From an optimization exercise on the open Yosys and OpenROAD flow, aimed at small area, a short achievable clock period and few clock cycles per item; shortcuts taken in it are not production practice.
The RTL was checked by simulation tests, not by an equivalence proof against the original design.

==> maple: inputs <==
Design fcfs_multi_server_job_scheduler, start of the top module:
module fcfs_multi_server_job_scheduler
#(
  parameter int MAX_JOBS    = 64,
  parameter int MAX_SERVERS = 8
) (
  input  wire logic        clk,
  input  wire logic        rst_n,
  input  wire logic        cfg_we,
  input  wire logic [3:0]  cfg_wdata,
  input  wire logic        in_tvalid,
  output logic             in_tready,
  input  wire logic [23:0] in_tdata,
  input  wire logic        in_tuser,
  output logic             out_tvalid,
  input  wire logic        out_tready,
  output logic [31:0]      out_tdata,
  output logic             out_tuser,
  output logic             out_tlast
);
export LEC_CHECK = 0
export CAP_MARGIN = 20
export CORE_MARGIN = 2
export CORE_UTILIZATION = 40
export CTS_BUF_LIST = sky130_fd_sc_hd__clkbuf_16
export CTS_CLUSTER_DIAMETER = 60
export CTS_CLUSTER_SIZE = 30
export SETUP_SLACK_MARGIN = 3.0
export SLEW_MARGIN = 20
create_clock -name core_clock -period 6.5 [get_ports {clk}]
run.sh (not shown) runs the stock make flow with config.mk's settings and CLKGATE_MAP_FILE= SYNTH_SCRIPT=/design/flow/synth_recipe.tcl, a recipe that flattens the netlist after the stock synthesis.
==> zinc: changes against maple <==
==> flow/design.v (replaced) <==
`default_nettype none
module fcfs_multi_server_job_scheduler
#(
  parameter int MAX_JOBS    = 64,
  parameter int MAX_SERVERS = 8
) (
  input  wire logic        clk,
  input  wire logic        rst_n,
  input  wire logic        cfg_we,
  input  wire logic [3:0]  cfg_wdata,
  input  wire logic        in_tvalid,
  output logic             in_tready,
  input  wire logic [23:0] in_tdata,
  input  wire logic        in_tuser,
  output logic             out_tvalid,
  input  wire logic        out_tready,
  output logic [31:0]      out_tdata,
  output logic             out_tuser,
  output logic             out_tlast
);
  localparam int N = 64;
  logic [2:0] lm1_r, lm1_n;
  always_comb begin
    lm1_n = lm1_r;
    if (!rst_n) begin
      lm1_n = 3'd0;
    end else if (cfg_we) begin
      if (cfg_wdata == 4'd0)
        lm1_n = 3'd0;
      else if (cfg_wdata[3])
        lm1_n = 3'd7;
      else
        lm1_n = 3'(cfg_wdata - 4'd1);
    end
  end
  always_ff @(posedge clk) lm1_r <= lm1_n;
  logic clr_r;
  always_ff @(posedge clk) clr_r <= !rst_n;
  logic        q0_v, q0_v_n;
  logic        q0_op, q0_op_n;
  logic [20:0] q0_d;
  logic        push, pop;
  logic        adv;
  logic        a_last;
  logic        hold1, hold1_n;
  logic [2:0]  s_r, s_n;
  logic        q0_fin_r;
  assign in_tready = !q0_v || (adv && q0_fin_r);
  assign push      = in_tvalid && in_tready;
  assign q0_v_n    = rst_n && ((push || pop) ? push : q0_v);
  assign q0_op_n   = push ? in_tuser : q0_op;
  always_ff @(posedge clk) begin
    q0_v     <= q0_v_n;
    q0_op    <= q0_op_n;
    q0_fin_r <= !hold1_n && (!q0_op_n || (s_n == lm1_n));
  end
  always_ff @(posedge clk) begin
    if (push) begin
      q0_d  <= in_tdata[20:0];
    end
  end
  logic [6:0]  id_mem   [N];
  logic [13:0] left_mem [N];
  logic [N-1:0] nz_c, one_c;
  logic         b_v, c_v;
  logic         b_tick, c_tick;
  logic [N-1:0] b_keep;               
  logic [N-1:0] b_pick;
  logic         c_wen;               
  logic [7:0]   c_whi, c_wlo;        
  logic [7:0]   b_whi, b_wlo;
  logic         b_busy, c_busy;
  logic [2:0]   b_s, c_s;
  logic         b_first, c_first;
  logic         b_last, c_last;
  logic [6:0]   b_id, c_id;
  logic         b_store, c_store;    
  logic [7:0]   b_ihi, b_ilo;        
  logic         b_snz, c_snz;        
  logic         b_sone, c_sone;      
  logic [8:0]   b_pp0;               
  logic [8:0]   b_pp1;               
  logic [9:0]   b_pp2;               
  logic [13:0]  c_svc;
  logic [13:0]  c_left;
  logic         c_one, c_two;        
  assign c_two = (c_left == 14'd2);
  logic [6:0]   a_cnt;     
  logic [6:0]   busy_r;    
  logic [6:0]   big_r;     
  logic         tdone_r;   
  logic [N-1:0] b_dec;
  logic [N-1:0] c_we;
  logic         c_fire;
  logic [13:0]  w_left;
  logic         w_one;
  logic         w_nz;
  assign w_left = c_tick ? c_left - 14'd1 : c_svc;
  assign w_one  = c_tick ? c_two : c_sone;
  assign w_nz   = c_tick ? !c_one : c_snz;
  always_comb begin
    for (int i = 0; i < N; i++) begin
      b_dec[i] = b_ihi[i/8] && b_ilo[i%8];
      c_we[i]  = c_wen && c_whi[i/8] && c_wlo[i%8];
    end
  end
  logic [N-1:0] nz_mid, nz_eff;
  logic [N-1:0] m_in;
  logic [N-1:0] pre;
  logic         a_fire;
  logic         a_first;
  logic         a_store;
  logic [6:0]   a_w, a_a;
  always_comb begin
    for (int i = 0; i < N; i++) begin
      nz_mid[i] = c_we[i] ? w_nz : nz_c[i];
      nz_eff[i] = (nz_mid[i] && !(b_v && b_tick && b_pick[i] && one_c[i])) ||
                  (b_store && b_dec[i] && b_snz);
    end
  end
  assign a_first = (s_r == 3'd0);
  assign a_last  = (s_r == lm1_r);
  assign m_in    = a_first ? nz_eff : (nz_eff & b_keep);
  logic [N-1:0] ks [7];
  always_comb begin
    ks[0] = {m_in[N-2:0], 1'b0};
    for (int l = 0; l < 6; l++) begin
      for (int i = 0; i < N; i++) begin
        ks[l+1][i] = (i >= (1 << l)) ? (ks[l][i] || ks[l][i - (1 << l)]) : ks[l][i];
      end
    end
    pre = ks[6];
  end
  assign a_fire  = q0_v && adv && !hold1;
  assign pop     = a_fire && (!q0_op || a_last);
  assign a_store = a_fire && !q0_op && !a_cnt[6];
  assign a_w     = q0_d[13:7];
  assign a_a     = q0_d[20:14];
  assign s_n     = !rst_n ? 3'd0 : (a_fire && q0_op) ? (a_last ? 3'd0 : s_r + 3'd1) : s_r;
  assign hold1_n = rst_n && (adv ? (a_fire && q0_op && (lm1_r == 3'd0)) : hold1);
  always_ff @(posedge clk) begin
    s_r   <= s_n;
    hold1 <= hold1_n;
  end
  always_ff @(posedge clk) begin
    if (!rst_n) begin
      a_cnt <= 7'd0;
    end else begin
      if (a_store) begin
        a_cnt <= a_cnt + 7'd1;
      end
    end
  end
  always_ff @(posedge clk) begin
    if (!rst_n) begin
      b_v     <= 1'b0;
      c_v     <= 1'b0;
      b_store <= 1'b0;
      c_store <= 1'b0;
      c_wen   <= 1'b0;
    end else if (adv) begin
      b_v     <= a_fire;
      c_v     <= b_v;
      b_store <= a_store;
      c_store <= b_store;
      c_wen   <= b_v && (b_tick ? b_busy : b_store);
    end
  end
  always_ff @(posedge clk) begin
    if (adv) begin
      b_keep  <= pre;
      b_tick  <= q0_op;
      b_busy  <= pre[N-1] || m_in[N-1];
      b_s     <= s_r;
      b_first <= a_first;
      b_last  <= a_last;
      b_id    <= q0_d[6:0];
      for (int g = 0; g < 8; g++) begin
        b_ihi[g] <= (a_cnt[5:3] == 3'(g));
        b_ilo[g] <= (a_cnt[2:0] == 3'(g));
      end
      b_snz   <= (a_w != 7'd0) && (a_a != 7'd0);
      b_sone  <= (a_w == 7'd1) && (a_a == 7'd1);
      b_pp0   <= 9'(a_w * a_a[1:0]);
      b_pp1   <= 9'(a_w * a_a[3:2]);
      b_pp2   <= 10'(a_w * a_a[6:4]);
    end
  end
  logic [6:0]  rd_id;
  logic [13:0] rd_left;
  logic        fwd;
  logic [13:0] d_left;
  logic        rd_one;
  always_comb begin
    rd_id   = '0;
    rd_left = '0;
    rd_one  = 1'b0;
    for (int i = 0; i < N; i++) begin
      rd_one  = rd_one  | (b_pick[i] && one_c[i]);
      rd_id   = rd_id   | ({7{b_pick[i]}}  & id_mem[i]);
      rd_left = rd_left | ({14{b_pick[i]}} & left_mem[i]);
    end
  end
  assign fwd    = |(b_pick & c_we);
  assign d_left = fwd ? w_left : rd_left;
  assign b_pick = {b_busy, b_keep[N-1:1]} & ~b_keep;
  always_comb begin
    b_whi = '0;
    b_wlo = '0;
    for (int i = 0; i < N; i++) begin
      b_whi[i/8] = b_whi[i/8] | b_pick[i];
      b_wlo[i%8] = b_wlo[i%8] | b_pick[i];
    end
  end
  always_ff @(posedge clk) begin
    if (adv) begin
      c_whi   <= b_tick ? b_whi : b_ihi;
      c_wlo   <= b_tick ? b_wlo : b_ilo;
      c_tick  <= b_tick;
      c_busy  <= b_busy;
      c_s     <= b_s;
      c_first <= b_first;
      c_last  <= b_last;
      c_id    <= b_tick ? (fwd ? c_id : rd_id) : b_id;
      c_left  <= d_left;
      c_one   <= fwd ? w_one : rd_one;
      c_snz   <= b_snz;
      c_sone  <= b_sone;
      c_svc   <= 14'({5'd0, b_pp0} + {3'd0, b_pp1, 2'd0} + {b_pp2, 4'd0});
    end
  end
  assign c_fire = c_v && adv;
  always_ff @(posedge clk) begin
    for (int i = 0; i < N; i++) begin
      if (adv && c_we[i] && !c_tick) begin
        id_mem[i] <= c_id;
      end
      if (clr_r || (adv && c_we[i])) begin
        left_mem[i] <= clr_r ? 14'd0 : w_left;
        nz_c[i]     <= !clr_r && w_nz;
        one_c[i]    <= !clr_r && w_one;
      end
    end
  end
  logic tick_done;
  logic ack_done;
  assign tick_done = c_first ? ((big_r == 7'd0) && (busy_r <= {4'd0, lm1_r} + 7'd1)) : tdone_r;
  assign ack_done  = (busy_r == 7'd0) && !(c_store && c_snz);
  always_ff @(posedge clk) begin
    if (!rst_n) begin
      busy_r <= '0;
      big_r  <= '0;
    end else if (c_fire) begin
      if (c_tick) begin
        if (c_one) busy_r <= busy_r - 7'd1;
        if (c_two) big_r  <= big_r - 7'd1;
      end else if (c_store) begin
        if (c_snz)            busy_r <= busy_r + 7'd1;
        if (c_snz && !c_sone) big_r  <= big_r + 7'd1;
      end
    end
  end
  always_ff @(posedge clk) begin
    if (c_fire && c_tick && c_first) begin
      tdone_r <= tick_done;
    end
  end
  logic [28:0] item;
  always_comb begin
    if (c_tick) begin
      item = {1'b1, c_last, tick_done, 1'b0, c_left, c_id, c_busy, c_s};
    end else begin
      item = {1'b0, 1'b1, ack_done, !c_store, c_store ? c_svc : 14'd0, c_id, 1'b0, 3'd0};
    end
  end
  logic        out_v;
  logic [28:0] out_d;
  assign adv = !out_v || out_tready;
  always_ff @(posedge clk) begin
    if (!rst_n) begin
      out_v <= 1'b0;
    end else if (adv) begin
      out_v <= c_v;
    end
  end
  always_ff @(posedge clk) begin
    if (adv && c_v) begin
      out_d <= item;
    end
  end
  assign out_tvalid = out_v;
  assign out_tuser  = out_d[28];
  assign out_tlast  = out_d[27];
  assign out_tdata  = {5'd0, out_d[26:0]};
endmodule
`default_nettype wire
==> flow/config.mk (replaced) <==
export PLATFORM = sky130hd
export DESIGN_NAME = fcfs_multi_server_job_scheduler
export DESIGN_NICKNAME = fcfs_multi_server_job_scheduler
export VERILOG_FILES = /design/flow/design.v
export SDC_FILE = /design/flow/constraint.sdc
export NUM_CORES = 4
export LEC_CHECK = 0
export CAP_MARGIN = 20
export CORE_MARGIN = 2
export CORE_UTILIZATION = 35
export SETUP_SLACK_MARGIN = 3.0
export SLEW_MARGIN = 20
==> summary of the runs <==
- Synthesized cell count: maple is higher than zinc (about 6%).
- Against maple, the setup slack of zinc is better by 480 ps.
- In zinc the clock-buffer cell count is higher than in maple, by 94.
- In zinc the cell count is smaller than in maple, by about 1.6%.
- Global-route usage: maple is higher than zinc (18 points).
- In maple the wire length is larger than in zinc, by 42%.
- Against zinc, the critical path depth of maple is higher by 2.
- Via count: zinc is smaller than maple (about 14%).
- Of zinc and maple, maple has the higher non-clock buffer count (gap 274).
Testbench counts of maple, summed over its fixed seeds: cycles 16,945, items 4,000.
Testbench counts of zinc, summed over its fixed seeds: cycles 16,945, items 4,000.

-- separate check: timing with driven ports --
How much do the figures lean on ideal ports? The routed layouts below were timed once more, with nothing changed but the port constraints.
Step 1, drivers: a clkbuf_16 drives clk and a buf_2 each remaining input, both assumed.
Step 2 moves the port delays by t, midway between the first and last clock arrival at a register: inputs arrive t later, outputs are due t later. That takes back most of the time a late clock gives input paths.
Slacks: ideal ports / drivers / drivers and shift; pairs: ideal ports / drivers.
| run | t (ns) | setup slack, ns | latest minus earliest clock arrival (ns) |
|---|---|---|---|
| maple | 0.945 | 2.437 / 2.437 / 2.437 | 0.073 / 0.074 |
| zinc | 0.879 | 2.915 / 2.915 / 2.422 | 0.059 / 0.058 |
After both steps every run listed still meets setup and hold. For zinc, which loses most, drivers alone change the setup slack by 0.000 ns; drivers and shift together by -0.493 ns.
